Background: an optimization exercise with open tools, aiming at small area. Do not read the settings as production practice. RTL that was checked went through simulation tests only; none was proved equivalent to the original. Only the layout flow was run in runs 1 and 7; the RTL was not checked for function there. Power is estimated from default activity; no workload was simulated.

### flow/config.mk
export PLATFORM = sky130hd
export DESIGN_NAME = executeStage
export DESIGN_NICKNAME = executeStage
export VERILOG_FILES = /design/flow/design.v
export SDC_FILE = /design/flow/constraint.sdc
export NUM_CORES = 4
export LEC_CHECK = 0
export CAP_MARGIN = 20
export CORE_MARGIN = 2
export CORE_UTILIZATION = 50
export GPL_TIMING_DRIVEN = 0
export SETUP_SLACK_MARGIN = 0.2
export SLEW_MARGIN = 20
### flow/constraint.sdc
create_clock -name core_clock -period 8.0 [get_ports {clk}]
set_input_delay 1.6000 -clock core_clock [delete_from_list [all_inputs] [get_ports {clk}]]
set_output_delay 1.6000 -clock core_clock [all_outputs]
set_load 0.01 [all_outputs]
### flow/design.v
package rvPkg;
    typedef logic [31:0] dataWord;
    typedef logic [4:0] regAddr;
    typedef enum logic [2:0] {
        aluAdd = 3'd0,
        aluSub = 3'd1,
        aluAnd = 3'd2,
        aluOr  = 3'd3,
        aluXor = 3'd4,
        aluSlt = 3'd5,
        aluSll = 3'd6,
        aluSrl = 3'd7
    } aluOp;
    typedef enum logic [1:0] {
        brNone = 2'd0,
        brBeq  = 2'd1,
        brBne  = 2'd2,
        brBlt  = 2'd3
    } branchKind;
    typedef enum logic [1:0] {
        jmpNone = 2'd0,
        jmpJal  = 2'd1,
        jmpJalr = 2'd2
    } jumpKind;
    typedef enum logic [1:0] {
        resAlu     = 2'd0,
        resMem     = 2'd1,
        resPcPlus4 = 2'd2
    } resultKind;
    typedef enum logic [1:0] {
        fwdRegFile = 2'd0,
        fwdFromMem = 2'd1,
        fwdFromWb  = 2'd2
    } fwdSel;
endpackage
module executeStage #(
    parameter int dataWidth    = 32,
    parameter int regAddrWidth = 5
) (
    input  logic              clk,
    input  logic              rstN,
    input  logic              clr,
    input  logic              regWriteD,
    input  logic [1:0]        resultSrcD,
    input  logic              memWriteD,
    input  logic              byteAddrD,
    input  logic [1:0]       jumpTypeD,
    input  logic [1:0]       branchTypeD,
    input  logic [2:0]       aluControlD,
    input  logic              aluSrcD,
    input  logic [31:0]      rd1D,
    input  logic [31:0]      rd2D,
    input  logic [31:0]      pcD,
    input  logic [4:0]       rs1D,
    input  logic [4:0]       rs2D,
    input  logic [4:0]       rdD,
    input  logic [31:0]      immExtD,
    input  logic [31:0]      pcPlus4D,
    input  logic [4:0]       rdW,
    input  logic              regWriteW,
    input  logic [31:0]      resultW,
    output logic              pcSrcE,
    output logic [31:0]      pcTargetE,
    output logic              regWriteM,
    output logic [1:0]        resultSrcM,
    output logic              memWriteM,
    output logic              byteAddrM,
    output logic [31:0]      aluResultM,
    output logic [31:0]      writeDataM,
    output logic [4:0]       rdM,
    output logic [31:0]      pcPlus4M
);
    logic        regWriteE, memWriteE;
    logic [1:0]  jumpTypeE, branchTypeE;
    logic [1:0]  resultSrcE;
    logic        byteAddrE, aluSrcE;
    logic [2:0]  aluControlE;
    logic [31:0] rd1E, rd2E, pcE, immExtE, pcPlus4E;
    logic [4:0]  rs1E, rs2E, rdE;
    always_ff @(posedge clk or negedge rstN) begin
        if (!rstN) begin
            regWriteE   <= 1'b0;
            memWriteE   <= 1'b0;
            jumpTypeE   <= 2'd0;
            branchTypeE <= 2'd0;
        end else begin
            regWriteE   <= regWriteD & ~clr;
            memWriteE   <= memWriteD & ~clr;
            jumpTypeE   <= jumpTypeD & {2{~clr}};
            branchTypeE <= branchTypeD & {2{~clr}};
        end
    end
    always_ff @(posedge clk) begin
        resultSrcE  <= resultSrcD;
        byteAddrE   <= byteAddrD;
        aluSrcE     <= aluSrcD;
        aluControlE <= aluControlD;
        rd1E        <= rd1D;
        rd2E        <= rd2D;
        pcE         <= pcD;
        immExtE     <= immExtD;
        pcPlus4E    <= pcPlus4D;
        rs1E        <= rs1D;
        rs2E        <= rs2D;
        rdE         <= rdD;
    end
    logic        fwdMOk;
    logic        aFromM, aFromW, bFromM, bFromW;
    logic [31:0] srcA, wdE;
    logic        rs1Nz, rs2Nz;
    logic [31:0] aEarly, bEarly;
    assign rs1Nz  = |rs1E;
    assign rs2Nz  = |rs2E;
    assign fwdMOk = regWriteM & (resultSrcM == 2'd0);
    assign aFromM = fwdMOk & rs1Nz & (rdM == rs1E);
    assign bFromM = fwdMOk & rs2Nz & (rdM == rs2E);
    assign aFromW = regWriteW & rs1Nz & ~aFromM & (rdW == rs1E);
    assign bFromW = regWriteW & rs2Nz & ~bFromM & (rdW == rs2E);
    assign aEarly = aFromM ? aluResultM : rd1E;
    assign bEarly = bFromM ? aluResultM : rd2E;
    assign srcA   = aFromW ? resultW : aEarly;
    assign wdE    = bFromW ? resultW : bEarly;
    logic [31:0] srcB, bx, aluG, aluP, aluSum, shIn, shOut, aluResultE;
    logic        isSub, sltBit;
    assign srcB  = (bFromW & ~aluSrcE) ? resultW : (aluSrcE ? immExtE : bEarly);
    assign isSub = (aluControlE == 3'd1) | (aluControlE == 3'd5);
    assign bx    = srcB ^ {32{isSub}};
    assign aluG  = srcA & bx;
    assign aluP  = srcA ^ bx;
    bkAdd32 uAluAdd (.g(aluG), .p(aluP), .cin(isSub), .s(aluSum));
    assign sltBit = (srcA[31] ^ srcB[31]) ? srcA[31] : aluSum[31];
    always_comb begin
        for (int i = 0; i < 32; i++) shIn[i] = aluControlE[0] ? srcA[31-i] : srcA[i];
    end
    assign shOut = shIn << srcB[4:0];
    logic selArith, selAnd, selOr, selXor, selSlt, selSll, selSrl;
    logic [31:0] shRev;
    assign selArith = aluControlE[2:1] == 2'd0;
    assign selAnd   = aluControlE == 3'd2;
    assign selOr    = aluControlE == 3'd3;
    assign selXor   = aluControlE == 3'd4;
    assign selSlt   = aluControlE == 3'd5;
    assign selSll   = aluControlE == 3'd6;
    assign selSrl   = aluControlE == 3'd7;
    always_comb begin
        for (int i = 0; i < 32; i++) shRev[i] = shOut[31-i];
    end
    assign aluResultE = ({32{selArith}} & aluSum)
                      | ({32{selAnd | selOr}} & aluG)
                      | ({32{selXor | selOr}} & aluP)
                      | ({32{selSll}} & shOut)
                      | ({32{selSrl}} & shRev)
                      | {31'd0, selSlt & sltBit};
    logic        brEq, brLt, takeBranch, isJalr;
    logic [31:0] tBase, tSum;
    cmp32 uCmp (.a(srcA), .b(wdE), .eq(brEq), .lt(brLt));
    always_comb begin
        case (branchTypeE)
            2'd1:    takeBranch = brEq;
            2'd2:    takeBranch = ~brEq;
            2'd3:    takeBranch = brLt;
            default: takeBranch = 1'b0;
        endcase
    end
    assign isJalr = jumpTypeE[1];
    assign pcSrcE = (jumpTypeE != 2'd0) | takeBranch;
    assign tBase = (aFromW & isJalr) ? resultW : (isJalr ? aEarly : pcE);
    ksAdd32 uTgtAdd (.g(tBase & immExtE), .p(tBase ^ immExtE), .cin(1'b0), .s(tSum));
    assign pcTargetE = {tSum[31:1], tSum[0] & ~isJalr};
    always_ff @(posedge clk or negedge rstN) begin
        if (!rstN) begin
            regWriteM <= 1'b0;
            memWriteM <= 1'b0;
        end else begin
            regWriteM <= regWriteE;
            memWriteM <= memWriteE;
        end
    end
    always_ff @(posedge clk) begin
        resultSrcM <= resultSrcE;
        byteAddrM  <= byteAddrE;
        aluResultM <= aluResultE;
        writeDataM <= wdE;
        rdM        <= rdE;
        pcPlus4M   <= pcPlus4E;
    end
endmodule
module ksAdd32 (
    input  logic [31:0] g,
    input  logic [31:0] p,
    input  logic        cin,
    output logic [31:0] s
);
    logic [31:0] G, P, Gn, Pn;
    always_comb begin
        G = g;
        P = p;
        G[0] = g[0] | (p[0] & cin);
        for (int l = 0; l < 5; l++) begin
            Gn = G;
            Pn = P;
            for (int i = 0; i < 32; i++) begin
                if (i >= (1 << l)) begin
                    Gn[i] = G[i] | (P[i] & G[i - (1 << l)]);
                    Pn[i] = P[i] & P[i - (1 << l)];
                end
            end
            G = Gn;
            P = Pn;
        end
        s[0] = p[0] ^ cin;
        for (int i = 1; i < 32; i++) s[i] = p[i] ^ G[i-1];
    end
endmodule
module skAdd32 (
    input  logic [31:0] g,
    input  logic [31:0] p,
    input  logic        cin,
    output logic [31:0] s
);
    logic [31:0] G, P, Gn, Pn;
    always_comb begin
        G = g;
        P = p;
        G[0] = g[0] | (p[0] & cin);
        for (int l = 0; l < 5; l++) begin
            Gn = G;
            Pn = P;
            for (int i = 0; i < 32; i++) begin
                if (((i >> l) & 1) == 1) begin
                    Gn[i] = G[i] | (P[i] & G[((i >> l) << l) - 1]);
                    Pn[i] = P[i] & P[((i >> l) << l) - 1];
                end
            end
            G = Gn;
            P = Pn;
        end
        s[0] = p[0] ^ cin;
        for (int i = 1; i < 32; i++) s[i] = p[i] ^ G[i-1];
    end
endmodule
module bkAdd32 (
    input  logic [31:0] g,
    input  logic [31:0] p,
    input  logic        cin,
    output logic [31:0] s
);
    logic [31:0] G, P;
    always_comb begin
        G = g;
        P = p;
        G[0] = g[0] | (p[0] & cin);
        for (int l = 0; l < 5; l++) begin
            for (int i = 0; i < 32; i++) begin
                if ((i + 1) % (2 << l) == 0) begin
                    G[i] = G[i] | (P[i] & G[i - (1 << l)]);
                    P[i] = P[i] & P[i - (1 << l)];
                end
            end
        end
        for (int l = 3; l >= 0; l--) begin
            for (int i = 0; i < 32; i++) begin
                if ((i + 1) % (2 << l) == (1 << l) && i >= (2 << l)) begin
                    G[i] = G[i] | (P[i] & G[i - (1 << l)]);
                    P[i] = P[i] & P[i - (1 << l)];
                end
            end
        end
        s[0] = p[0] ^ cin;
        for (int i = 1; i < 32; i++) s[i] = p[i] ^ G[i-1];
    end
endmodule
module cmp32 (
    input  logic [31:0] a,
    input  logic [31:0] b,
    output logic        eq,
    output logic        lt
);
    logic [31:0] E, L;
    always_comb begin
        E = ~(a ^ b);
        L = ~a & b;
        L[31] = a[31] & ~b[31];
        for (int l = 0; l < 5; l++) begin
            for (int i = 0; i < 32; i++) begin
                if ((i + 1) % (2 << l) == 0) begin
                    L[i] = L[i] | (E[i] & L[i - (1 << l)]);
                    E[i] = E[i] & E[i - (1 << l)];
                end
            end
        end
        eq = E[31];
        lt = L[31];
    end
endmodule
### flow/flow/run.sh
#!/bin/bash
# Layout flow: the standard ORFS flow with two changes.
#  - synthesis: the standard script, but ABC maps for area (map -a) and
#    then sizes gates for delay (flow/abc_area.script); registers are
#    untouched, so they keep the standard synthesis's names and cells.
#  - placement: the smallest buffer on every port instead of the delay
#    cell that buffer_ports picks by default.
# Each tool's output goes to its own log in this folder.
set -euo pipefail
W=$PWD
rm -rf "$W/scripts_abc"
cp -r "$FLOW_HOME/scripts" "$W/scripts_abc"
cp "$W/flow/abc_area.script" "$W/scripts_abc/abc_area.script"
export BUFFER_PORTS_ARGS="-buffer_cell sky130_fd_sc_hd__buf_1"
bash standard.sh SCRIPTS_DIR="$W/scripts_abc" ABC_AREA=1 synth > synth.log 2>&1
bash standard.sh finish > layout.log 2>&1
### flow/flow/abc_area.script
strash
dch
map -a
topo
upsize
dnsize
### flow/standard.sh
#!/bin/bash
# synth_recipe.tcl (not shown) runs the flow's synth.tcl, then flattens the netlist and writes it again
# the make line also repeats each setting of config.mk as NAME=value (left out here)
make -C /OpenROAD-flow-scripts/flow DESIGN_CONFIG=/design/flow/config.mk WORK_HOME=/design/flow/orfs CLKGATE_MAP_FILE= SYNTH_SCRIPT=/design/flow/synth_recipe.tcl "${@:-finish}"
==> out/metrics.csv, run 1 <==
metric;value;unit
Worst Setup Path Type;in2out;
Final Util;0.6374;
Filler cells;2634;
clock transition at the registers of the reported paths;60;ps
met1 usage;0.4196;
yosys warns;4;
clock power share;0.348;
clk latency of the worst-skew pair;590;ps
proportion of layout cells with a drive suffix above 1;0.09614;
die area;30200;um^2
Reg power frac;0.398;
core area;28550;um^2
Inserted Clock Buffers;30;
Initial Util;0.5048;
PwrDens;228.2;nW/um^2
diode count;0;
CTS tree;yes;
post-synthesis sequential area ratio;0.4112;
CTS Root Cell;clkbuf_16;
antenna viol nets, final;0;
ys flop type;dfxtp_1;
mapped cell area;14410;um^2
Rel. slew slack;0.2709;
final WL;50690;um
grt ovf;0;
Data required, critical path;6400;ps
port buffer count;367;
met3 Use GR;0.05044;
Sw Pwr;1.332;mW
CTS Hold Bufs;0;
commonest non-fill, non-tap cell in the layout;buf_1;
Worst VDD drop;0.1911;mV
DRT iter0 DRCs;1143;
post-route clock period utilization;0.9361;
CP max stage cell;o22ai_1;
Hold Fails Final Rpt;0;
Avg Inst Size Synth;8.221;um^2
largest net degree at the start of global routing;67;
pins over their slew limit;0;
CTS max path bufs;3;
I/O pin count;368;
cell taking the most area after synthesis;dfxtp_1;
initial antenna violation count;0;
syn_nets;2094;
HPWL Detailed;35420;um
area grow syn2layout;26.26;%
critical path's largest stage delay;310;ps
placed inst area;16440;um^2
wire per inst;19.42;um
nets;2547;
async set or reset register ratio after synthesis;0.02721;
most frequent cells in the layout;buf_1, nand2_1, dfxtp_1;
Max Cap Viol;0;
DRT Pass-1 Iters;5;
synth top area cells;dfxtp_1, nand2_1, ha_1;
gr usage total;0.3237;
count of different cell masters after synthesis;47;
first-pass GRT wire length;76540;um
Int Power;2.820;mW
Least-Margin Pin Slew;1090;ps
switching part of the total power;0.3208;
routed vias;14320;
Gate power share;0.254;
Leak;7.367;nW
Post-synth EDFFs;0;
CTS Sinks;294;
busiest grt layer;met2;
Worst EP arrival;5890;ps
crit-path most repeated cell;nand3_1;
grt met2 use;0.5511;
RePlAce Congestion;0.9622;
worst clock skew;44.41;ps
Die Y-Extent;173.8;um
Vias per Instance;5.486;
RSZ-0062 raised after global routing;no;
min cycle time layout;7489;ps
critical path launch point type;primary input;
Yosys reg bits;294;
H-tree depth;1;
crit path capture type;primary output;
fmax;0.1335;GHz
# rows;62;
share of the synthesized area in the top cell type;0.3973;
die width;173.8;um
drt drc;0;
cell area after layout;18200;um^2
vias in the first global route;13790;
status;complete, no violations;
endpoints failing setup;0;
Worst Path Max Fanout;6;
Post-Syn Instances;1753;
worst min-delay path class;reg2reg;
==> path summary, 6_finish.rpt <==
| path | from | end | slack, ps | cells after the start |
|---|---|---|---|---|
| max in group asynchronous | rstN | jumpTypeE[1]$_DFF_PN0_ | 6690 | 1 |
| max reg2reg | aluControlE[0]$_DFF_P_ | aluResultM[0]$_DFF_P_ | 970 | 29 |
| min reg2reg | pcPlus4E[28]$_DFF_P_ | pcPlus4M[28]$_DFF_P_ | 320 | 0 |
| max | rdW[1] | pcTargetE[31] | 510 | 36 |
| min | pcPlus4E[28]$_DFF_P_ | pcPlus4M[28]$_DFF_P_ | 320 | 0 |
| min in group asynchronous | rstN | memWriteM$_DFF_PN0_ | 940 | 1 |
==> layer usage <==
layer  share of wire  wire length, um  vias up
met4           0.039             1970        0
met2            0.47            23810      555
met5               0                0        -
li1                -                -     6967
met3           0.069             3515      111
met1            0.42            21390     6685
==> worst max-delay path: cells and delay by family <==
kind,cells,cell delay (ps)
buffers and inverters,6,810
adders and majority gates,1,210
xor gates and xnor gates,1,150
and+or+nand+nor,23,2290
AOI/OAI and AO/OA,5,800
==> power by group through the flow <==
stage	combinational [mW]	clock [mW]	sequential, mW
2_1_floorplan	0.619	0	1.69
3_3_place_gp	0.941	0	1.68
3_5_place_dp	0.964	0	1.68
4_1_cts	1.01	1.47	1.65
5_1_grt	1.17	1.53	1.66
6_report	1.06	1.44	1.65
==> kinds of logic after synthesis <==
logic type	after synthesis	share of synthesized area
AO/OA/AOI/OAI	442	0.1801
AND/OR/NAND/NOR	622	0.1801
flip-flops	294	0.4112
XOR/XNOR	85	0.05166
multiplexers	36	0.02500
adder cells (fa/ha/maj)	112	0.1061
buffers and inverters	162	0.04593
==> area by class of cell <==
type / instances / area, um^2 / share of cell area
multi-input combinational: 1307 / 8278 / 0.4549
sequential: 294 / 5931 / 0.3259
timing repair buffer: 411 / 1818 / 0.09991
clock buffer: 42 / 835.8 / 0.04593
inverter: 162 / 669.4 / 0.03679
tap: 384 / 480.5 / 0.02640
clock inverter: 10 / 183.9 / 0.01011
==> metrics by stage <==
stage	instances	worst slack, ps	total power, mW	hold slack [ps]	setup TNS [ps]
CTS	2595	172.3	4.132	325.2	0
global placement	2504	-2026	2.622	309.6	-25290
floorplan	1753	203.5	2.307	309.6	0
global route	2610	172.8	4.357	330.2	0
detailed placement	2513	-1355	2.644	312.1	-16760
finish	2610	511.0	4.152	324.7	0
==> Yosys cell counts, types with 27 or more instances <==
master,number
ha_1,95
a21oi_1,136
xor2_1,71
dfxtp_1,286
clkinv_1,130
o21ai_1,53
nor2_1,154
o211ai_1,29
mux2i_1,36
a22oi_1,27
nand3_1,70
o21ai_0,130
nand2_1,358
==> registers in the layout (all words and copies together) (netlist names), 32 cells and up <==
| signal | cells |
|---|---|
| aluResultM | 32 |
| immExtE | 32 |
| pcE | 32 |
| pcPlus4E | 32 |
| pcPlus4M | 32 |
| rd1E | 32 |
| rd2E | 32 |
| writeDataM | 32 |
==> what timing repair did <==
item                                    in CTS  in global routing
buffers inserted                            20                 15
gates cloned                                10                  0
pin swaps                                   15                 16
gates resized for setup                     43                 46
endpoints found under the setup margin      26                 19
==> inputs of run 2 (changes only) <==
--- a/flow/design.v
+++ b/flow/design.v
@@ -124,3 +124,3 @@
     logic        isSub, sltBit;
-    assign srcB  = (bFromW & ~aluSrcE) ? resultW : (aluSrcE ? immExtE : bEarly);
+    assign srcB  = aluSrcE ? immExtE : wdE;
     assign isSub = (aluControlE == 3'd1) | (aluControlE == 3'd5);
@@ -166,3 +166,3 @@
     assign pcSrcE = (jumpTypeE != 2'd0) | takeBranch;
-    assign tBase = (aFromW & isJalr) ? resultW : (isJalr ? aEarly : pcE);
+    assign tBase = isJalr ? srcA : pcE;
     ksAdd32 uTgtAdd (.g(tBase & immExtE), .p(tBase ^ immExtE), .cin(1'b0), .s(tSum));
--- a/flow/flow/run.sh
+++ b/flow/flow/run.sh
@@ -5,2 +5,3 @@
 #    untouched, so they keep the standard synthesis's names and cells.
+#  - clock tree: smaller buffers, larger sink clusters, no dummy loads.
 #  - placement: the smallest buffer on every port instead of the delay
@@ -14,2 +15,3 @@
 export BUFFER_PORTS_ARGS="-buffer_cell sky130_fd_sc_hd__buf_1"
+export CTS_ARGS="-sink_clustering_enable -repair_clock_nets -dont_use_dummy_load -buf_list sky130_fd_sc_hd__clkbuf_8 -sink_clustering_size 14 -sink_clustering_max_diameter 60"
 bash standard.sh SCRIPTS_DIR="$W/scripts_abc" ABC_AREA=1 synth > synth.log 2>&1
==> run 2 against run 1 <==
Count of clock-buffer cells in the layout is 13 lower. Maximum frequency is 0.79% higher. Sequential power hardly changed. Largest cell class unchanged. Routed wire length is 2.4% lower. Global-route usage is 1.6 points lower. Flip-flop and latch count stayed put. Power is 16% lower. Sequential share of layout area is 1.2 points higher. Register-to-register slack worse by 280 ps. Die area is 0.98% lower.
==> out/metrics.csv, run 2 <==
metric;value;unit;change
vias in the first global route;13480;;was 13790
post-route clock period utilization;0.9288;;was 0.9361
cell area after layout;17560;um^2;was 18200 um^2
Int Power;2.292;mW;was 2.820 mW
Worst Path Max Fanout;3;;was 6
PwrDens;199.4;nW/um^2;was 228.2 nW/um^2
first-pass GRT wire length;73260;um;was 76540 um
Yosys reg bits;294;;unchanged
CTS Sinks;294;;unchanged
Die Y-Extent;172.9;um;was 173.8 um
commonest non-fill, non-tap cell in the layout;nand2_1;;was buf_1
largest net degree at the start of global routing;38;;was 67
CTS max path bufs;3;;unchanged
endpoints failing setup;0;;unchanged
core area;27930;um^2;was 28550 um^2
fmax;0.1346;GHz;was 0.1335 GHz
cell taking the most area after synthesis;dfxtp_1;;unchanged
drt drc;0;;unchanged
Reg power frac;0.470;;was 0.398
area grow syn2layout;23.08;%;was 26.26%
I/O pin count;368;;unchanged
crit-path most repeated cell;nand2_2;;was nand3_1
Initial Util;0.5107;;was 0.5048
critical path's largest stage delay;360;ps;was 310 ps
gr usage total;0.3073;;was 0.3237
clock power share;0.228;;was 0.348
crit path capture type;primary output;;unchanged
CP max stage cell;fa_2;;was o22ai_1
die area;29900;um^2;was 30200 um^2
min cycle time layout;7430;ps;was 7489 ps
critical path launch point type;primary input;;unchanged
initial antenna violation count;1;;was 0
switching part of the total power;0.3454;;was 0.3208
Worst VDD drop;0.1770;mV;was 0.1911 mV
HPWL Detailed;34680;um;was 35420 um
H-tree depth;1;;unchanged
routed vias;14270;;was 14320
async set or reset register ratio after synthesis;0.02721;;unchanged
Data required, critical path;6400;ps;about the same
Vias per Instance;5.537;;was 5.486
status;complete, no violations;;unchanged
top cells by count, synth;nand2_1, dfxtp_1, o21ai_0;;was nand2_1, dfxtp_1, nor2_1
Leak;7.281;nW;was 7.367 nW
Filler cells;2557;;was 2634
synth top area cells;dfxtp_1, nand2_1, ha_1;;unchanged
clock transition at the registers of the reported paths;80;ps;was 60 ps
Inserted Clock Buffers;29;;was 30
Post-Syn Instances;1734;;was 1753
worst r2r src;rs2E[2]$_DFF_P_;;was aluControlE[0]$_DFF_P_
yosys warns;4;;unchanged
Post-synth EDFFs;0;;unchanged
count of different cell masters after synthesis;52;;was 47
Hold Fails Final Rpt;0;;unchanged
CTS tree;yes;;unchanged
R2R setup slack;690;ps;was 970 ps
DRT iter0 DRCs;1048;;was 1143
setup_tns;0;ps;unchanged
mapped cell area;14270;um^2;was 14410 um^2
clk latency of the worst-skew pair;610;ps;was 590 ps
crit path launch;regWriteW;;was rdW[1]
RSZ-0062 raised after global routing;no;;unchanged
Rel. slew slack;0.2283;;was 0.2709
share of the synthesized area in the top cell type;0.4013;;was 0.3973
Inst Count DP;2487;;was 2513
nets;2542;;was 2547
antenna viol nets, final;0;;unchanged
worst clock skew;46.54;ps;was 44.41 ps
Sw Pwr;1.209;mW;was 1.332 mW
ys flop type;dfxtp_1;;unchanged
most frequent cells in the layout;nand2_1, buf_1, dfxtp_1;;was buf_1, nand2_1, dfxtp_1
wire per inst;19.19;um;was 19.42 um
# rows;61;;was 62
RePlAce Congestion;0.9392;;was 0.9622
Avg Inst Size Synth;8.228;um^2;was 8.221 um^2
placed inst area;16260;um^2;was 16440 um^2
worst min-delay path class;reg2reg;;unchanged
fin cells;2578;;was 2610
leading cell type by number of instances after synthesis;nand2_1;;unchanged
die width;172.9;um;was 173.8 um
port buffer count;367;;unchanged
Worst EP arrival;5830;ps;was 5890 ps
Final Util;0.6286;;was 0.6374
Max Cap Viol;0;;unchanged
Gate power share;0.302;;was 0.254
Least-Margin Pin Slew;1157;ps;was 1090 ps
grt ovf;0;;unchanged
proportion of layout cells with a drive suffix above 1;0.09959;;was 0.09614
DRT Pass-1 Iters;5;;unchanged
syn_nets;2075;;was 2094
post-synthesis sequential area ratio;0.4153;;was 0.4112
Worst Setup Path Type;in2out;;unchanged
final WL;49470;um;was 50690 um
pins over their slew limit;0;;unchanged
hold path start;resultSrcE[0]$_DFF_P_;;was pcPlus4E[28]$_DFF_P_
CTS Root Cell;clkbuf_8;;was clkbuf_16
run 2: cell count changes in the layout (fill, tap and decap cells not counted), moves of 14 or more:
cell / before / now
clkbuf_8: 4 / 29
nand2_1: 341 / 413
clkbuf_16: 30 / 0
nor2_1: 152 / 124
o211ai_1: 29 / 4
a21oi_1: 129 / 88
o21a_1: 2 / 20
o22ai_1: 1 / 15
clkinv_1: 127 / 95
run 2: timing repair:
item | in CTS | in global routing
pin swaps | 18 | 32
gates cloned | 9 | 4
buffers inserted | 21 | 27
endpoints found under the setup margin | 26 | 18
gates resized for setup | 48 | 66
hold buffers | 0 | 0
run 2: final cells by class:
| type | count | area (um^2) | share of cell area |
|---|---|---|---|
| multi-input cells | 1324 | 8272 | 0.4710 |
| flip-flops and latches | 294 | 5928 | 0.3376 |
| repair buffers | 423 | 1914 | 0.1090 |
| inverters | 125 | 536.8 | 0.03057 |
| well taps | 378 | 473.0 | 0.02693 |
| clock buffers | 29 | 399.1 | 0.02273 |
| repair inverters | 4 | 35.03 | 0.001995 |
| diodes | 1 | 2.502 | 0.0001425 |
run 2: worst paths after layout:
check,cells past startpoint,endpoint
worst max register to register,37,aluResultM[0]$_DFF_P_
worst min register to register,0,resultSrcM[0]$_DFF_P_
max in group asynchronous,1,memWriteM$_DFF_PN0_
worst min-delay path,0,resultSrcM[0]$_DFF_P_
worst max-delay path,38,pcTargetE[26]
min in group asynchronous,1,branchTypeE[0]$_DFF_PN0_
run 2: cells by family (layout without fill, tap and decap cells):
family / after synthesis / after routing / synth area share
other: 0 / 1 / 0
buffers and inverters: 125 / 581 / 0.03499
xor gates and xnor gates: 84 / 84 / 0.05157
adders and majority gates: 112 / 112 / 0.1072
AOI/OAI and AO/OA: 419 / 424 / 0.1763
muxes: 30 / 30 / 0.02105
and+or+nand+nor: 670 / 674 / 0.1936
DFF: 294 / 294 / 0.4153
run 2: power groups by stage:
stage / registers [mW] / clock network, mW / logic, mW
2_1_floorplan: 1.69 / 0 / 0.602
3_3_place_gp: 1.68 / 0 / 0.929
3_5_place_dp: 1.68 / 0 / 0.950
4_1_cts: 1.64 / 0.812 / 0.993
5_1_grt: 1.66 / 0.870 / 1.17
6_report: 1.65 / 0.798 / 1.06
run 2: layer usage:
layer,GRT usage,share of wire
met5,0,0
met4,0.09251,0.038
met3,0.04507,0.084
met2,0.5183,0.46
met1,0.4085,0.41
run 2: critical path, delay by kind of cell:
kind | cells | cell delay, ps
AND/OR/NAND/NOR | 21 | 1880
AO/OA/AOI/OAI | 7 | 860
buffers and inverters | 7 | 750
adder cells (fa/ha/maj) | 2 | 570
XOR/XNOR | 1 | 160
run 2: through the flow:
| stage | setup WS (ps) | hold slack (ps) | power (mW) |
|---|---|---|---|
| final | 569.7 | 319.8 | 3.501 |
| after global routing | 151.3 | 332.6 | 3.693 |
| after CTS | 177.1 | 317.6 | 3.449 |
| after detailed placement | -1800 | 312.1 | 2.626 |
| after global placement | -1665 | 309.5 | 2.606 |
| after floorplan | 223.3 | 309.6 | 2.291 |
==> inputs of run 3 (changes only) <==
--- a/flow/config.mk
+++ b/flow/config.mk
@@ -9,5 +9,5 @@
 export CORE_MARGIN = 2
-export CORE_UTILIZATION = 50
+export CORE_UTILIZATION = 65
 export GPL_TIMING_DRIVEN = 0
-export SETUP_SLACK_MARGIN = 0.2
+export SETUP_SLACK_MARGIN = 0.05
 export SLEW_MARGIN = 20
==> run 3 against run 2 <==
Still clean on timing, DRC and antenna. Non-clock buffer count shrank 8. Via count rose by 10%. Power decreased by 0.21%. Hold slack improved by 4.5 ps. Critical path type is now in2reg. Critical endpoint is now aluResultM[0]$_DFF_P_.
==> out/metrics.csv, run 3 <==
metric;value;unit;change
status;complete, no violations;;unchanged
largest net degree at the start of global routing;38;;unchanged
Setup WS post-layout;186.5;ps;was 569.7 ps
Leak;7.207;nW;was 7.281 nW
Reg2Reg Capture Point;aluResultM[0]$_DFF_P_;;unchanged
crit-path most repeated cell;nand3_1;;was nand2_2
first-pass GRT wire length;79380;um;was 73260 um
diode count;0;;was 1
Final Util;0.7947;;was 0.6286
most frequent cells in the layout;nand2_1, buf_1, dfxtp_1;;unchanged
core area;21690;um^2;was 27930 um^2
Hold Fails Final Rpt;0;;unchanged
CTS tree;yes;;unchanged
CTS Root Cell;clkbuf_8;;unchanged
initial antenna violation count;0;;was 1
PwrDens;202.7;nW/um^2;was 199.4 nW/um^2
async set or reset register ratio after synthesis;0.02721;;unchanged
I/O pin count;368;;unchanged
busiest grt layer;met2;;unchanged
drt drc;0;;unchanged
Post-synth EDFFs;0;;unchanged
post-synthesis sequential area ratio;0.4153;;unchanged
Post-Syn Instances;1734;;unchanged
RePlAce Congestion;0.9650;;was 0.9392
DRT iter0 DRCs;1970;;was 1048
Die Y-Extent;152.2;um;was 172.9 um
Post-Place Worst Slack;-1861;ps;was -1800 ps
crit path capture type;register;;was primary output
Least-Margin Pin Slew;1113;ps;was 1157 ps
placed inst area;16120;um^2;was 16260 um^2
fin cells;2465;;was 2578
final WL;55020;um;was 49470 um
cell area after layout;17240;um^2;was 17560 um^2
CTS max path bufs;3;;unchanged
DRT Pass-1 Iters;12;;was 5
proportion of layout cells with a drive suffix above 1;0.09336;;was 0.09959
Rel. slew slack;0.2578;;was 0.2283
min cycle time layout;7813;ps;was 7430 ps
met3 Use GR;0.08134;;was 0.04507
Worst R2R Path Depth;38;;was 37
grt met2 use;0.7109;;was 0.5183
worst clock skew;38.08;ps;was 46.54 ps
area occupied by multi-input gates;8228;um^2;was 8272 um^2
endpoints failing setup;0;;unchanged
gr usage total;0.4244;;was 0.3073
commonest non-fill, non-tap cell in the layout;nand2_1;;unchanged
Yosys reg bits;294;;unchanged
CTS Sinks;294;;unchanged
Worst EP arrival;8220;ps;was 5830 ps
Worst Hold Slack;324.3;ps;was 319.8 ps
HPWL Detailed;35340;um;was 34680 um
crit path launch;rdW[3];;was regWriteW
RSZ-0062 raised after global routing;yes;;was no
met1 usage;0.5191;;was 0.4085
synth top area cells;dfxtp_1, nand2_1, ha_1;;unchanged
CP max stage cell;fa_1;;was fa_2
Design Power;3.494;mW;was 3.501 mW
Inst Count DP;2388;;was 2487
syn_nets;2075;;unchanged
critical path's largest stage delay;440;ps;was 360 ps
Filler cells;1388;;was 2557
cell depth of the worst setup path;39;;was 38
mapped cell area;14270;um^2;unchanged
routed vias;15720;;was 14270
ys flop type;dfxtp_1;;unchanged
Initial Util;0.6578;;was 0.5107
worst min-delay path class;reg2reg;;unchanged
share of the synthesized area in the top cell type;0.4013;;unchanged
post-route clock period utilization;0.9767;;was 0.9288
area grow syn2layout;20.81;%;was 23.08%
Max Cap Viol;0;;unchanged
nets;2528;;was 2542
cell taking the most area after synthesis;dfxtp_1;;unchanged
yosys warns;4;;unchanged
clk latency of the worst-skew pair;590;ps;was 610 ps
Data required, critical path;8410;ps;was 6400 ps
vias in the first global route;14990;;was 13480
worst r2r src;regWriteM$_DFF_PN0_;;was rs2E[2]$_DFF_P_
fmax;0.1280;GHz;was 0.1346 GHz
die width;152.2;um;was 172.9 um
R2R setup slack;230;ps;was 690 ps
CTS Hold Bufs;0;;unchanged
grt ovf;0;;unchanged
FF/Latch Area;5928;um^2;unchanged
critical path launch point type;primary input;;unchanged
Worst Path Buf+Inv;5;;was 7
H-tree depth;1;;unchanged
clock transition at the registers of the reported paths;90;ps;was 80 ps
# rows;54;;was 61
top cells by count, synth;nand2_1, dfxtp_1, o21ai_0;;unchanged
Worst VDD drop;0.2348;mV;was 0.1770 mV
Vias per Instance;6.376;;was 5.537
antenna viol nets, final;0;;unchanged
die area;23150;um^2;was 29900 um^2
pins over their slew limit;0;;unchanged
Inserted Clock Buffers;25;;was 29
leading cell type by number of instances after synthesis;nand2_1;;unchanged
crit-path leading delay family;compound AO/OA/AOI/OAI gates;;was simple AND/OR/NAND/NOR gates
count of different cell masters after synthesis;52;;unchanged
Worst Setup Path Type;in2reg;;was in2out
port buffer count;367;;unchanged
Worst Path Max Fanout;14;;was 3
setup_tns;0;ps;unchanged
Setup crit end;aluResultM[0]$_DFF_P_;;was pcTargetE[26]
Avg Inst Size Synth;8.228;um^2;unchanged
wire per inst;22.32;um;was 19.19 um
## run 3: how the worst min path moves through the flow
stage | start | cells after the start | end
floorplan | byteAddrE$_DFF_P_ | 0 | byteAddrM$_DFF_P_
global placement | pcPlus4E[17]$_DFF_P_ | 0 | pcPlus4M[17]$_DFF_P_
detailed placement | byteAddrE$_DFF_P_ | 0 | byteAddrM$_DFF_P_
CTS | rdE[1]$_DFF_P_ | 0 | rdM[1]$_DFF_P_
global route | pcPlus4E[14]$_DFF_P_ | 0 | pcPlus4M[14]$_DFF_P_
finish | pcPlus4E[17]$_DFF_P_ | 0 | pcPlus4M[17]$_DFF_P_
## run 3: cell families after synthesis
family          after synthesis  share of synthesized area
simple gates                670                     0.1936
compound gates              419                     0.1763
xor+xnor                     84                    0.05157
flops                       294                     0.4153
fa+ha+maj                   112                     0.1072
mux                          30                    0.02105
buf+inv                     125                    0.03499
## run 3: area by class of cell
type | instances | share of cell area
Clock buffer | 25 | 0.01996
Inverter | 125 | 0.03107
Multi-Input combinational cell | 1323 | 0.4774
Sequential cell | 294 | 0.3439
Tap cell | 280 | 0.02033
Timing Repair Buffer | 415 | 0.1058
Timing Repair inverter | 3 | 0.001524
## run 3: repair_timing
item                                    4_1_cts  5_1_grt
cloned                                        7        4
pin swaps                                    15       26
gates resized for setup                      59       48
hold endpoints to repair                      0        0
buffers inserted                             15       26
endpoints found under the setup margin       27       19
## run 3: metal layers
| layer | vias up | routed length [um] |
|---|---|---|
| li1 | 6881 | - |
| met3 | 343 | 6223 |
| met4 | 0 | 4122 |
| met2 | 1299 | 25180 |
| met1 | 7193 | 19490 |
| met5 | - | 0 |
## run 3: report_power, final
group / leakage [nW] / switching [mW] / internal, mW
clock network: 0.180 / 0.470 / 0.279
logic: 4.51 / 0.698 / 0.390
registers: 2.51 / 0.0812 / 1.58
==> inputs of run 4 (changes only) <==
--- a/flow/config.mk
+++ b/flow/config.mk
@@ -9,5 +9,6 @@
 export CORE_MARGIN = 2
-export CORE_UTILIZATION = 65
+export CORE_UTILIZATION = 58
 export GPL_TIMING_DRIVEN = 0
-export SETUP_SLACK_MARGIN = 0.05
+export PLACE_DENSITY = 0.75
+export SETUP_SLACK_MARGIN = 0.1
 export SLEW_MARGIN = 20
==> run 4 against run 3 <==
Still clean. Area after synthesis did not move. Routed wire length fell by 12%. Die area rose by 12%. Sequential share of layout area barely moved. Clock power rose by 2.7%. Critical path type is now reg2out.
==> out/metrics.csv, run 4 <==
metric;value;unit;change
clock power share;0.222;;was 0.214
post-route clock period utilization;0.9644;;was 0.9767
CTS tree;yes;;unchanged
antenna viol nets, final;0;;unchanged
Yosys reg bits;294;;unchanged
fmax;0.1296;GHz;was 0.1280 GHz
# rows;57;;was 54
RSZ-0062 raised after global routing;yes;;unchanged
Inserted Clock Buffers;27;;was 25
first-pass GRT wire length;72170;um;was 79380 um
post-synthesis sequential area ratio;0.4153;;unchanged
Rel. slew slack;0.2708;;was 0.2578
RePlAce Congestion;0.9621;;was 0.9650
synth top area cells;dfxtp_1, nand2_1, ha_1;;unchanged
initial antenna violation count;1;;was 0
critical path's largest stage delay;500;ps;was 440 ps
top cells by count, synth;nand2_1, dfxtp_1, o21ai_0;;unchanged
worst clock skew;37.18;ps;was 38.08 ps
syn_nets;2075;;unchanged
clk latency of the worst-skew pair;590;ps;about the same
ys flop type;dfxtp_1;;unchanged
Worst VDD drop;0.2292;mV;was 0.2348 mV
Worst Path Max Fanout;22;;was 14
mapped cell area;14270;um^2;unchanged
cell taking the most area after synthesis;dfxtp_1;;unchanged
Gate power share;0.300;;was 0.311
PwrDens;200.3;nW/um^2;was 202.7 nW/um^2
DRT Pass-1 Iters;6;;was 12
Hold Path Cell Cnt;0;;unchanged
Post-Syn Instances;1734;;unchanged
CTS Root Cell;clkbuf_8;;unchanged
die area;25870;um^2;was 23150 um^2
nets;2521;;was 2528
core area;24250;um^2;was 21690 um^2
Post-synth EDFFs;0;;unchanged
CTS Sinks;294;;unchanged
yosys warns;4;;unchanged
share of the synthesized area in the top cell type;0.4013;;unchanged
CP max stage cell;nand4_1;;was fa_1
DRT iter0 DRCs;1410;;was 1970
endpoints failing setup;0;;unchanged
Worst Setup Path Type;reg2out;;was in2reg
H-tree depth;1;;unchanged
die width;160.8;um;was 152.2 um
Least-Margin Pin Slew;1094;ps;was 1113 ps
Die Y-Extent;160.8;um;was 152.2 um
critical path launch point type;register;;was primary input
grt ovf;0;;unchanged
HPWL Detailed;33870;um;was 35340 um
pins over their slew limit;0;;unchanged
final WL;48280;um;was 55020 um
Worst EP arrival;6110;ps;was 8220 ps
async set or reset register ratio after synthesis;0.02721;;unchanged
Avg Inst Size Synth;8.228;um^2;unchanged
largest net degree at the start of global routing;38;;unchanged
Int Power;2.256;mW;was 2.244 mW
worst r2r src;regWriteM$_DFF_PN0_;;unchanged
switching part of the total power;0.3468;;was 0.3576
Filler cells;1994;;was 1388
port buffer count;367;;unchanged
Data required, critical path;6400;ps;was 8410 ps
Hold Fails Final Rpt;0;;unchanged
area grow syn2layout;20.86;%;was 20.81%
wire per inst;19.29;um;was 22.32 um
Max Cap Viol;0;;unchanged
Initial Util;0.5884;;was 0.6578
min cycle time layout;7715;ps;was 7813 ps
leading cell type by number of instances after synthesis;nand2_1;;unchanged
commonest non-fill, non-tap cell in the layout;nand2_1;;unchanged
hold path start;pcPlus4E[10]$_DFF_P_;;was pcPlus4E[17]$_DFF_P_
Reg power frac;0.478;;was 0.474
drt drc;0;;unchanged
crit path launch;regWriteM$_DFF_PN0_;;was rdW[3]
clock transition at the registers of the reported paths;80;ps;was 90 ps
Worst R2R Path Depth;34;;was 38
routed vias;14580;;was 15720
I/O pin count;368;;unchanged
Sw Pwr;1.197;mW;was 1.249 mW
Vias per Instance;5.825;;was 6.376
proportion of layout cells with a drive suffix above 1;0.08494;;was 0.09336
most frequent cells in the layout;nand2_1, buf_1, dfxtp_1;;unchanged
Final Util;0.7111;;was 0.7947
fin cells;2503;;was 2465
gr usage total;0.3486;;was 0.4244
CTS max path bufs;3;;unchanged
vias in the first global route;13720;;was 14990
crit-path most repeated cell;nand3_1;;unchanged
CTS Hold Bufs;0;;unchanged
Leak;7.157;nW;was 7.207 nW
worst min-delay path class;reg2reg;;unchanged
count of different cell masters after synthesis;52;;unchanged
status;complete, no violations;;unchanged
crit path capture type;primary output;;was register
Inst Count DP;2432;;was 2388
==> run 4: through the flow <==
stage          TNS, ps  instance area (um^2)  power (mW)  worst slack [ps]  hold WS (ps)
2_1_floorplan        0                 14270       2.291             107.3         309.6
3_3_place_gp    -15670                 16050       2.592             -1598         309.5
3_5_place_dp    -21020                 16160       2.618             -1772         312.1
4_1_cts              0                 16910       3.400             101.3         283.0
5_1_grt              0                 17240       3.627             10.48         300.2
6_report             0                 17240       3.453             285.1         284.0
==> run 4: timing repair <==
action / 4_1_cts / 5_1_grt
setup endpoints to repair: 27 / 19
buffers inserted: 19 / 12
cloned: 7 / 5
gates resized for setup: 47 / 50
pin swaps: 15 / 21
==> run 4: final timing paths <==
path                                       endpoint  slack [ps]
max                                   pcTargetE[31]         290
min                            pcPlus4M[10]$_DFF_P_         280
max reg2reg                   aluResultM[0]$_DFF_P_         450
min reg2reg                    pcPlus4M[10]$_DFF_P_         280
max in group asynchronous       memWriteE$_DFF_PN0_        6820
min in group asynchronous  branchTypeE[0]$_DFF_PN0_         890
==> run 4: layer usage <==
metal / vias to the layer above / GRT usage / part of all wire
li1: 6871 / - / -
met1: 6758 / 0.4448 / 0.40
met2: 802 / 0.5950 / 0.47
met3: 149 / 0.06482 / 0.094
met4: 0 / 0.1193 / 0.040
met5: - / 0 / 0
==> run 4: power by group through the flow <==
stage / clock network (mW) / registers (mW) / logic (mW)
floorplan: 0 / 1.69 / 0.602
global placement: 0 / 1.68 / 0.916
detailed placement: 0 / 1.68 / 0.940
CTS: 0.773 / 1.65 / 0.982
global route: 0.828 / 1.66 / 1.14
finish: 0.768 / 1.65 / 1.04
==> run 4: cell families after synthesis <==
group,share of synthesized area
AO/OA/AOI/OAI,0.1763
XOR/XNOR,0.05157
adder cells (fa/ha/maj),0.1072
buffers and inverters,0.03499
flip-flops,0.4153
multiplexers,0.02105
AND/OR/NAND/NOR,0.1936
==> run 4: final cells by class <==
type                       instances  area [um^2]  share of cell area
timing repair buffer             405         1742              0.1010
multi-input combinational       1323         8222              0.4768
timing repair inverter             4        37.54            0.002177
antenna                            1        2.502           0.0001451
inverter                         125        535.5             0.03106
clock buffer                      27        371.6             0.02155
sequential                       294         5928              0.3438
tap                              324        405.4             0.02351
==> run 4: critical path: cells and delay by family, from the launching register on <==
| family | cells | cell delay (ps) |
|---|---|---|
| compound gates | 5 | 630 |
| buf+inv | 2 | 520 |
| fa+ha+maj | 1 | 370 |
| xor+xnor | 1 | 140 |
| flops | 1 | 360 |
| simple gates | 22 | 3490 |
==> inputs of run 5 (changes only) <==
==> flow/flow/abc_area.script (replaced) <==
strash
dch
map -a
topo
--- a/flow/config.mk
+++ b/flow/config.mk
@@ -11,3 +11,2 @@
 export GPL_TIMING_DRIVEN = 0
-export PLACE_DENSITY = 0.75
 export SETUP_SLACK_MARGIN = 0.1
==> run 5 against run 4 <==
Still clean on timing, DRC and antenna. Clock skew up 38 ps. Synthesized cell count unchanged. Non-clock buffer count up 2. Combinational power about the same. Power is 0.47% lower. Via count shrank 1.2%. Critical endpoint unchanged.
==> out/metrics.csv, run 5 <==
metric;value;unit;change
diode count;0;;was 1
HPWL Detailed;34870;um;was 33870 um
post-route clock period utilization;0.9541;;was 0.9644
Least-Margin Pin Slew;1119;ps;was 1094 ps
fmax;0.1310;GHz;was 0.1296 GHz
CTS Sinks;294;;unchanged
worst r2r src;aluControlE[0]$_DFF_P_;;was regWriteM$_DFF_PN0_
RePlAce Congestion;0.9603;;was 0.9621
Post-synth EDFFs;0;;unchanged
I/O pin count;368;;unchanged
Die Y-Extent;159.9;um;was 160.8 um
crit path launch;regWriteW;;was regWriteM$_DFF_PN0_
clk latency of the worst-skew pair;600;ps;was 590 ps
Inst Count DP;2435;;was 2432
async set or reset register ratio after synthesis;0.02721;;unchanged
Vias per Instance;5.762;;was 5.825
syn_nets;2075;;unchanged
grt ovf;0;;unchanged
H-tree depth;1;;unchanged
crit-path most repeated cell;nand3_1;;unchanged
mapped cell area;14100;um^2;was 14270 um^2
RSZ-0062 raised after global routing;yes;;unchanged
CTS tree;yes;;unchanged
Worst VDD drop;0.2268;mV;was 0.2292 mV
largest net degree at the start of global routing;38;;unchanged
CP max stage cell;ha_1;;was nand4_1
CTS Root Cell;clkbuf_8;;unchanged
Inserted Clock Buffers;27;;unchanged
Worst Path Max Fanout;7;;was 22
worst min-delay path class;reg2reg;;unchanged
antenna viol nets, final;0;;unchanged
area grow syn2layout;21.81;%;was 20.86%
status;complete, no violations;;unchanged
port buffer count;367;;unchanged
worst clock skew;75.09;ps;was 37.18 ps
die area;25570;um^2;was 25870 um^2
crit path capture type;primary output;;unchanged
DRT Pass-1 Iters;7;;was 6
cell area after layout;17180;um^2;was 17240 um^2
fin cells;2501;;was 2503
setup_tns;0;ps;unchanged
core area;24110;um^2;was 24250 um^2
critical path's largest stage delay;370;ps;was 500 ps
leading cell type by number of instances after synthesis;nand2_1;;unchanged
Hold Fails Final Rpt;0;;unchanged
Post-Syn Instances;1734;;unchanged
gr usage total;0.3581;;was 0.3486
ys flop type;dfxtp_1;;unchanged
share of the synthesized area in the top cell type;0.4061;;was 0.4013
Worst EP arrival;6030;ps;was 6110 ps
nets;2520;;was 2521
Data required, critical path;6400;ps;about the same
Leak;7.048;nW;was 7.157 nW
Filler cells;1964;;was 1994
Rel. slew slack;0.2469;;was 0.2708
PwrDens;200.1;nW/um^2;was 200.3 nW/um^2
Initial Util;0.5849;;was 0.5884
Worst Setup Path Type;in2out;;was reg2out
top cells by count, synth;nand2_1, dfxtp_1, o21ai_0;;unchanged
drt drc;0;;unchanged
Worst Hold Slack;310.9;ps;was 284.0 ps
final WL;47870;um;was 48280 um
pins over their slew limit;0;;unchanged
Final Util;0.7125;;was 0.7111
# rows;57;;unchanged
critical path launch point type;primary input;;was register
most frequent cells in the layout;nand2_1, buf_1, dfxtp_1;;unchanged
CTS max path bufs;3;;unchanged
DRT iter0 DRCs;1256;;was 1410
crit-path leading delay family;simple AND/OR/NAND/NOR gates;;unchanged
min cycle time layout;7633;ps;was 7715 ps
die width;159.9;um;was 160.8 um
hold path start;pcPlus4E[4]$_DFF_P_;;was pcPlus4E[10]$_DFF_P_
clock transition at the registers of the reported paths;90;ps;was 80 ps
Worst Path Buf+Inv;5;;was 2
synth top area cells;dfxtp_1, nand2_1, ha_1;;unchanged
post-synthesis sequential area ratio;0.4203;;was 0.4153
first-pass GRT wire length;73000;um;was 72170 um
cell taking the most area after synthesis;dfxtp_1;;unchanged
routed vias;14410;;was 14580
initial antenna violation count;0;;was 1
Avg Inst Size Synth;8.131;um^2;was 8.228 um^2
Yosys reg bits;294;;unchanged
Max Cap Viol;0;;unchanged
vias in the first global route;13890;;was 13720
wire per inst;19.14;um;was 19.29 um
endpoints failing setup;0;;unchanged
commonest non-fill, non-tap cell in the layout;nand2_1;;unchanged
proportion of layout cells with a drive suffix above 1;0.07487;;was 0.08494
placed inst area;16260;um^2;was 16160 um^2
yosys warns;4;;unchanged
count of different cell masters after synthesis;36;;was 52
[run 5: metal layers]
| layer | up-vias | GRT usage | part of all wire |
|---|---|---|---|
| met1 | 6677 | 0.4504 | 0.40 |
| met5 | - | 0 | 0 |
| li1 | 6862 | - | - |
| met2 | 744 | 0.6043 | 0.47 |
| met3 | 129 | 0.07429 | 0.095 |
| met4 | 0 | 0.1425 | 0.042 |
[run 5: cell families (layout without fill, tap and decap cells)]
kind of cell    count (synthesis)  in the layout  synth area share
mux                            30             30           0.02130
buf+inv                       125            563           0.03328
fa+ha+maj                     112            112            0.1084
compound gates                419            423            0.1733
flops                         294            294            0.4203
xor+xnor                       84             84           0.05218
simple gates                  670            671            0.1912
[run 5: area by class of cell]
type | count | area, um^2 | area share
inverter | 125 | 498.0 | 0.02899
multi-input combinational | 1320 | 8123 | 0.4729
sequential | 294 | 5928 | 0.3452
clock buffer | 27 | 371.6 | 0.02164
timing repair buffer | 407 | 1822 | 0.1061
timing repair inverter | 4 | 27.53 | 0.001603
tap | 324 | 405.4 | 0.02360
[run 5: worst paths after layout]
| kind | to | slack, ps | depth (start not counted) |
|---|---|---|---|
| setup reg to reg | aluResultM[0]$_DFF_P_ | 630 | 30 |
| hold / removal | pcPlus4M[4]$_DFF_P_ | 310 | 0 |
| setup / recovery | pcTargetE[31] | 370 | 33 |
| min in group asynchronous | memWriteM$_DFF_PN0_ | 950 | 1 |
| max in group asynchronous | branchTypeE[1]$_DFF_PN0_ | 6740 | 1 |
| hold reg to reg | pcPlus4M[4]$_DFF_P_ | 310 | 0 |
[run 5: metrics by stage]
| step | power [mW] | setup WS, ps |
|---|---|---|
| after floorplan | 2.292 | -519.8 |
| after global placement | 2.594 | -3484 |
| after detailed placement | 2.633 | -1888 |
| after CTS | 3.400 | 93.96 |
| after global routing | 3.611 | 37.99 |
| final | 3.437 | 367.0 |
[run 5: timing repair]
action,in CTS,in global routing
pin swaps,11,15
endpoints found under the setup margin,34,19
buffers inserted,14,16
gates resized for setup,49,40
cloned,7,2
hold buffers,0,0
[run 5: power by group]
part	leakage, nW	switching (mW)	internal (mW)
clock network	0.194	0.460	0.299
logic	4.34	0.651	0.379
registers	2.51	0.0715	1.58
total	7.05	1.18	2.25
==> inputs of run 6 (changes only) <==
==> flow/flow/abc_area.script (replaced) <==
strash
dch
map -a
topo
upsize
dnsize
--- a/flow/config.mk
+++ b/flow/config.mk
@@ -7,3 +7,3 @@
 export LEC_CHECK = 0
-export CAP_MARGIN = 20
+export CAP_MARGIN = 5
 export CORE_MARGIN = 2
@@ -12,2 +12,2 @@
 export SETUP_SLACK_MARGIN = 0.1
-export SLEW_MARGIN = 20
+export SLEW_MARGIN = 5
==> run 6 against run 5 <==
Clock skew shrank 27 ps. Sequential share of layout area fell by 0.35 points. Global-route usage shrank 0.51 points. Area after synthesis grew 1.2%. Sequential power hardly changed. Count of clock-buffer cells in the layout down 1.
==> out/metrics.csv, run 6 <==
metric;value;unit;change
Post-Route M1 WL;19400;um;was 18950 um
cell taking the most area after synthesis;dfxtp_1;;unchanged
yosys warns;4;;unchanged
core area;24250;um^2;was 24110 um^2
Reg2Reg Capture Point;aluResultM[0]$_DFF_P_;;unchanged
Die Y-Extent;160.8;um;was 159.9 um
post-route clock period utilization;0.9680;;was 0.9541
top sig layer;met4;;unchanged
gr usage total;0.3530;;was 0.3581
crit-path most repeated cell;nand2_2;;was nand3_1
proportion of layout cells with a drive suffix above 1;0.09282;;was 0.07487
Hold Fails Final Rpt;0;;unchanged
critical path's largest stage delay;350;ps;was 370 ps
Worst Setup Path Type;in2out;;unchanged
I/O pin count;368;;unchanged
Initial Util;0.5884;;was 0.5849
crit path capture type;primary output;;unchanged
# rows;57;;unchanged
Avg Inst Size Synth;8.228;um^2;was 8.131 um^2
CTS Hold Bufs;0;;unchanged
Worst Path Max Fanout;5;;was 7
CTS Sinks;294;;unchanged
critical path launch point type;primary input;;unchanged
RSZ-0062 raised after global routing;yes;;unchanged
Inserted Clock Buffers;26;;was 27
antenna viol nets, final;0;;unchanged
status;complete, no violations;;unchanged
Setup crit end;pcTargetE[28];;was pcTargetE[31]
most frequent cells in the layout;nand2_1, buf_1, dfxtp_1;;unchanged
die width;160.8;um;was 159.9 um
HPWL Detailed;33340;um;was 34870 um
setup_tns;0;ps;unchanged
crit path launch;rdW[2];;was regWriteW
worst clock skew;48.14;ps;was 75.09 ps
RePlAce Congestion;0.9461;;was 0.9603
Post-synth EDFFs;0;;unchanged
diode count;0;;unchanged
routed vias;14570;;was 14410
Data required, critical path;6400;ps;about the same
drt drc;0;;unchanged
nets;2530;;was 2520
fin cells;2511;;was 2501
wire per inst;19.50;um;was 19.14 um
final WL;48960;um;was 47870 um
CTS Root Cell;clkbuf_8;;unchanged
H-tree depth;1;;unchanged
mapped cell area;14270;um^2;was 14100 um^2
fmax;0.1291;GHz;was 0.1310 GHz
top cells by count, synth;nand2_1, dfxtp_1, o21ai_0;;unchanged
post-synthesis sequential area ratio;0.4153;;was 0.4203
ys flop type;dfxtp_1;;unchanged
PwrDens;199.5;nW/um^2;was 200.1 nW/um^2
clock transition at the registers of the reported paths;80;ps;was 90 ps
share of the synthesized area in the top cell type;0.4013;;was 0.4061
Hold Path Cell Cnt;0;;unchanged
routed wl met2;23450;um;was 22360 um
Vias per Instance;5.803;;was 5.762
clk latency of the worst-skew pair;600;ps;about the same
CTS max path bufs;3;;unchanged
Final Util;0.7156;;was 0.7125
die area;25870;um^2;was 25570 um^2
Least-Margin Pin Slew;1069;ps;was 1119 ps
worst min-delay path class;reg2reg;;unchanged
leading cell type by number of instances after synthesis;nand2_1;;unchanged
area grow syn2layout;21.62;%;was 21.81%
met3 WL;4217;um;was 4561 um
first-pass GRT wire length;72800;um;was 73000 um
CP max stage cell;nor4_2;;was ha_1
CTS tree;yes;;unchanged
syn_nets;2075;;unchanged
Max Cap Viol;0;;unchanged
port buffer count;367;;unchanged
Filler cells;1951;;was 1964
Setup WS post-layout;255.8;ps;was 367.0 ps
worst r2r src;rs2E[2]$_DFF_P_;;was aluControlE[0]$_DFF_P_
Rel. slew slack;0.2875;;was 0.2469
Worst VDD drop;0.1898;mV;was 0.2268 mV
largest net degree at the start of global routing;63;;was 38
grt ovf;0;;unchanged
initial antenna violation count;0;;unchanged
min cycle time layout;7744;ps;was 7633 ps
async set or reset register ratio after synthesis;0.02721;;unchanged
pins over their slew limit;0;;unchanged
Post-Place Worst Slack;-1712;ps;was -1888 ps
DRT iter0 DRCs;1450;;was 1256
Leak;7.190;nW;was 7.048 nW
DRT Pass-1 Iters;5;;was 7
Post-Syn Instances;1734;;unchanged
Yosys reg bits;294;;unchanged
Worst EP arrival;6140;ps;was 6030 ps
Inst Count DP;2430;;was 2435
synth top area cells;dfxtp_1, nand2_1, ha_1;;unchanged
Worst R2R Path Depth;40;;was 30
Worst Hold Slack;281.6;ps;was 310.9 ps
R2R setup slack;800;ps;was 630 ps
count of different cell masters after synthesis;52;;was 36
vias in the first global route;13850;;was 13890
commonest non-fill, non-tap cell in the layout;nand2_1;;unchanged
endpoints failing setup;0;;unchanged
## run 6: cell count changes in the layout (fill, tap and decap cells not counted), moves of 6 or more
cell	delta
buf_4	+11
o21ai_1	+27
clkinv_1	-17
o21ai_0	-33
inv_2	+14
clkinv_2	-6
o21ai_2	+7
## run 6: metal layers
metal | vias to the layer above | global-route usage
li1 | 6884 | -
met4 | 0 | 0.1173
met5 | - | 0
met3 | 149 | 0.05733
met1 | 6785 | 0.4468
met2 | 753 | 0.6145
## run 6: critical path: cells and delay by family
family,cells,cell delay (ps)
adder cells (fa/ha/maj),1,340
XOR/XNOR,1,150
AO/OA/AOI/OAI,7,1210
buffers and inverters,6,590
AND/OR/NAND/NOR,21,2210
## run 6: per-stage QoR
stage / power, mW / cell area, um^2
floorplan: 2.291 / 14270
global placement: 2.593 / 16050
detailed placement: 2.619 / 16140
CTS: 3.383 / 16790
global route: 3.632 / 17350
finish: 3.462 / 17350
## run 6: repair_timing
item | in CTS | in global routing
resized for setup | 31 | 77
setup endpoints to repair | 25 | 18
cloned | 9 | 3
setup buffers | 15 | 28
pin swaps | 11 | 30
## run 6: cell type report
type	count	area [um^2]	share of cell area
Tap cell	324	405.4	0.02336
Sequential cell	294	5928	0.3417
Multi-Input combinational cell	1323	8292	0.4779
Timing Repair Buffer	415	1797	0.1035
Clock buffer	26	357.8	0.02062
Timing Repair inverter	4	37.54	0.002163
Inverter	125	534.3	0.03079
## run 6: power by group
| group | switching (mW) | internal [mW] |
|---|---|---|
| registers | 0.0715 | 1.58 |
| logic | 0.670 | 0.390 |
| clock network | 0.466 | 0.289 |
## run 6: worst min-delay path by stage
stage	end	start	slack (ps)
after floorplan	byteAddrM$_DFF_P_	byteAddrE$_DFF_P_	310
after global placement	pcPlus4M[21]$_DFF_P_	pcPlus4E[21]$_DFF_P_	310
after detailed placement	pcPlus4M[0]$_DFF_P_	pcPlus4E[0]$_DFF_P_	310
after CTS	pcPlus4M[12]$_DFF_P_	pcPlus4E[12]$_DFF_P_	280
after global routing	pcPlus4M[12]$_DFF_P_	pcPlus4E[12]$_DFF_P_	290
final	pcPlus4M[12]$_DFF_P_	pcPlus4E[12]$_DFF_P_	280
## run 6: cell families (layout without fill, tap and decap cells)
logic type	Yosys count	in the layout	share of synthesized area
and+or+nand+nor	670	673	0.1936
AOI/OAI and AO/OA	419	424	0.1763
DFF	294	294	0.4153
buffers and inverters	125	570	0.03499
adders and majority gates	112	112	0.1072
xor gates and xnor gates	84	84	0.05157
muxes	30	30	0.02105
==> inputs of run 7 (changes only) <==
--- a/flow/design.v
+++ b/flow/design.v
@@ -167,3 +167,3 @@
     assign tBase = isJalr ? srcA : pcE;
-    ksAdd32 uTgtAdd (.g(tBase & immExtE), .p(tBase ^ immExtE), .cin(1'b0), .s(tSum));
+    bkAdd32 uTgtAdd (.g(tBase & immExtE), .p(tBase ^ immExtE), .cin(1'b0), .s(tSum));
     assign pcTargetE = {tSum[31:1], tSum[0] & ~isJalr};
--- a/flow/config.mk
+++ b/flow/config.mk
@@ -7,3 +7,3 @@
 export LEC_CHECK = 0
-export CAP_MARGIN = 5
+export CAP_MARGIN = 20
 export CORE_MARGIN = 2
@@ -12,2 +12,2 @@
 export SETUP_SLACK_MARGIN = 0.1
-export SLEW_MARGIN = 5
+export SLEW_MARGIN = 20
==> run 7 against run 6 <==
Now fails the layout checks on setup timing. Setup slack worse by 890 ps. Area after synthesis up 0.82%. Non-clock buffer count up 16. Synthesized cell count up 1.2%. Via count up 2.7%. Critical path type unchanged. Largest power group unchanged.
==> out/metrics.csv, run 7 <==
metric;value;unit;change
CTS max path bufs;3;;unchanged
Design Power;3.506;mW;was 3.462 mW
Post-Syn Instances;1755;;was 1734
post-route clock period utilization;1.079;;was 0.9680
Worst Path Max Fanout;6;;was 5
Data required, critical path;6400;ps;about the same
CTS Sinks;294;;unchanged
Initial Util;0.5915;;was 0.5884
setup_tns;-2732;ps;was 0 ps
Worst EP arrival;7030;ps;was 6140 ps
share of the synthesized area in the top cell type;0.3980;;was 0.4013
Hold Fails Final Rpt;0;;unchanged
Rel. slew slack;0.2509;;was 0.2875
Filler cells;1911;;was 1951
critical path launch point type;primary input;;unchanged
syn_nets;2109;;was 2075
crit path capture type;primary output;;unchanged
# rows;57;;unchanged
commonest non-fill, non-tap cell in the layout;nand2_1;;unchanged
Worst Setup Path Type;in2out;;unchanged
yosys warns;3;;was 4
most frequent cells in the layout;nand2_1, buf_1, dfxtp_1;;unchanged
vias in the first global route;14300;;was 13850
endpoints failing setup;8;;was 0
worst clock skew;68.15;ps;was 48.14 ps
largest net degree at the start of global routing;53;;was 63
Worst R2R Path Depth;31;;was 40
initial antenna violation count;1;;was 0
clock power share;0.214;;was 0.218
placed inst area;16370;um^2;was 16140 um^2
Max Cap Viol;0;;unchanged
min cycle time layout;8632;ps;was 7744 ps
Die Y-Extent;161.5;um;was 160.8 um
synth top area cells;dfxtp_1, nand2_1, ha_1;;unchanged
DRT iter0 DRCs;1650;;was 1450
Int Power;2.284;mW;was 2.254 mW
pins over their slew limit;0;;unchanged
status;failed layout checks;;was complete, no violations
Least-Margin Pin Slew;1117;ps;was 1069 ps
die width;161.5;um;was 160.8 um
Vias per Instance;5.877;;was 5.803
worst min-delay path class;reg2reg;;unchanged
Hold Path Cell Cnt;0;;unchanged
area grow syn2layout;23.53;%;was 21.62%
fmax;0.1159;GHz;was 0.1291 GHz
cell area after layout;17770;um^2;was 17350 um^2
CTS tree;yes;;unchanged
H-tree depth;1;;unchanged
nets;2579;;was 2530
fin cells;2547;;was 2511
Inserted Clock Buffers;26;;unchanged
ys flop type;dfxtp_1;;unchanged
Reg power frac;0.470;;was 0.476
DRT Pass-1 Iters;6;;was 5
Yosys reg bits;294;;unchanged
Final Util;0.7307;;was 0.7156
core area;24320;um^2;was 24250 um^2
drt drc;0;;unchanged
I/O pin count;368;;unchanged
grt ovf;0;;unchanged
Avg Inst Size Synth;8.197;um^2;was 8.228 um^2
switching part of the total power;0.3485;;was 0.3489
Inst Count DP;2454;;was 2430
routed vias;14970;;was 14570
HPWL Detailed;34370;um;was 33340 um
RSZ-0062 raised after global routing;yes;;unchanged
CTS Root Cell;clkbuf_8;;unchanged
Reg2Reg Capture Point;aluResultM[0]$_DFF_P_;;unchanged
Post-Place Worst Slack;-2419;ps;was -1712 ps
antenna viol nets, final;0;;unchanged
proportion of layout cells with a drive suffix above 1;0.1107;;was 0.09282
critical path's largest stage delay;420;ps;was 350 ps
Worst Hold Slack;326.0;ps;was 281.6 ps
RePlAce Congestion;0.9659;;was 0.9461
Setup WS post-layout;-631.8;ps;was 255.8 ps
clock transition at the registers of the reported paths;80;ps;about the same
port buffer count;367;;unchanged
clk latency of the worst-skew pair;600;ps;about the same
wire per inst;20.54;um;was 19.50 um
CP max stage cell;fa_2;;was nor4_2
worst r2r src;aluControlE[0]$_DFF_P_;;was rs2E[2]$_DFF_P_
final WL;52320;um;was 48960 um
async set or reset register ratio after synthesis;0.02721;;unchanged
crit-path most repeated cell;nor2_4;;was nand2_2
PwrDens;197.3;nW/um^2;was 199.5 nW/um^2
Blocking Checks;setup timing;;
Worst VDD drop;0.2213;mV;was 0.1898 mV
Hold Crit Endpoint;pcPlus4M[22]$_DFF_P_;;was pcPlus4M[12]$_DFF_P_
cell taking the most area after synthesis;dfxtp_1;;unchanged
gr usage total;0.3790;;was 0.3530
Leak;7.319;nW;was 7.190 nW
top cells by count, synth;nand2_1, dfxtp_1, o21ai_0;;unchanged
R2R setup slack;420;ps;was 800 ps
Gate power share;0.316;;was 0.306
post-synthesis sequential area ratio;0.4119;;was 0.4153
diode count;0;;unchanged
first-pass GRT wire length;76820;um;was 72800 um
count of different cell masters after synthesis;55;;was 52
mapped cell area;14390;um^2;was 14270 um^2
die area;26080;um^2;was 25870 um^2
Post-synth EDFFs;0;;unchanged
Sw Pwr;1.222;mW;was 1.208 mW
hold path start;pcPlus4E[22]$_DFF_P_;;was pcPlus4E[12]$_DFF_P_
leading cell type by number of instances after synthesis;nand2_1;;unchanged
## run 7: kinds of logic after synthesis
family	share of synthesized area
flops	0.4119
simple gates	0.1881
compound gates	0.1747
xor+xnor	0.03653
fa+ha+maj	0.1254
buf+inv	0.05149
mux	0.01183
## run 7: area by class of cell
cell class              instances  area (um^2)  share of cell area
well taps                     324        405.4             0.02281
repair inverters                3        26.28            0.001479
flip-flops and latches        294         5928              0.3336
repair buffers                431         2038              0.1147
multi-input cells            1294         8229              0.4631
inverters                     175        784.5             0.04415
clock buffers                  26        357.8             0.02014
## run 7: power groups by stage
stage / sequential (mW) / combinational [mW] / clock (mW)
after detailed placement: 1.68 / 0.943 / 0
final: 1.65 / 1.11 / 0.751
after floorplan: 1.69 / 0.595 / 0
after global placement: 1.68 / 0.907 / 0
after global routing: 1.66 / 1.21 / 0.813
after CTS: 1.64 / 1.04 / 0.761
## run 7: worst max-delay path, delay by kind of cell
family / cells / cell delay, ps
AO/OA/AOI/OAI: 12 / 1960
XOR/XNOR: 2 / 270
adder cells (fa/ha/maj): 2 / 710
buffers and inverters: 11 / 1100
AND/OR/NAND/NOR: 12 / 1370
## run 7: per-layer routing
metal | track usage | vias to the layer above | wire, um
met4 | 0.1709 | 2 | 2502
met3 | 0.09990 | 191 | 6211
li1 | - | 6891 | -
met1 | 0.4815 | 6928 | 20240
met5 | 0 | - | 13
met2 | 0.6070 | 956 | 23360
## run 7: repair_timing
item,in CTS,in global routing
pin swaps,41,37
resized for setup,101,57
gates cloned,10,1
setup endpoints to repair,34,20
hold buffers,0,0
setup buffers,45,22
## run 7: how the worst max path moves through the flow
| stage | start | end | cells after the start |
|---|---|---|---|
| floorplan | rdW[3] | pcTargetE[31] | 34 |
| global placement | rdW[4] | aluResultM[0]$_DFF_P_ | 36 |
| detailed placement | rdW[3] | pcTargetE[31] | 37 |
| CTS | rdW[3] | pcTargetE[31] | 38 |
| global route | rdW[3] | pcTargetE[31] | 39 |
| finish | rdW[3] | pcTargetE[31] | 39 |

-- afterwards: timing with drivers on the ports --
How much do the figures lean on ideal ports? The routed layouts below were timed once more, with nothing changed but the port constraints. Step 1 sets driving cells, clkbuf_16 on the clock port and buf_2 on the other inputs (assumed; they add their load-dependent delay and slew). Step 2 times the ports against the registers' clock, not the clock port: input delays grow and output delays shrink by t, the midpoint of the rising clock arrivals with the driver on. a / b / c = ideal / step 1 / step 2; a / b = the first two.
run | shift t [ns] | setup WS [ns] | worst setup path after step 2 | pins driven straight from the clock port
run 1 | 0.621 | 0.511 / 0.489 / -0.062 | input to register | 1
run 2 | 0.631 | 0.570 / 0.545 / 0.039 | input to register | 1
run 3 | 0.611 | 0.187 / 0.172 / -0.405 | input to register | 1
run 4 | 0.619 | 0.285 / 0.240 / -0.212 | input to register | 1
run 5 | 0.611 | 0.367 / 0.339 / -0.080 | input to register | 1
run 6 | 0.619 | 0.256 / 0.228 / -0.153 | input to register | 1
run 7 | 0.609 | -0.632 / -0.685 / -0.685 | input to output | 1
Met with ideal ports but missed after step 2: setup timing in 5 of these runs. The setup slack of run 3, which loses most, moves by -0.015 ns with the drivers and by -0.592 ns with both steps.
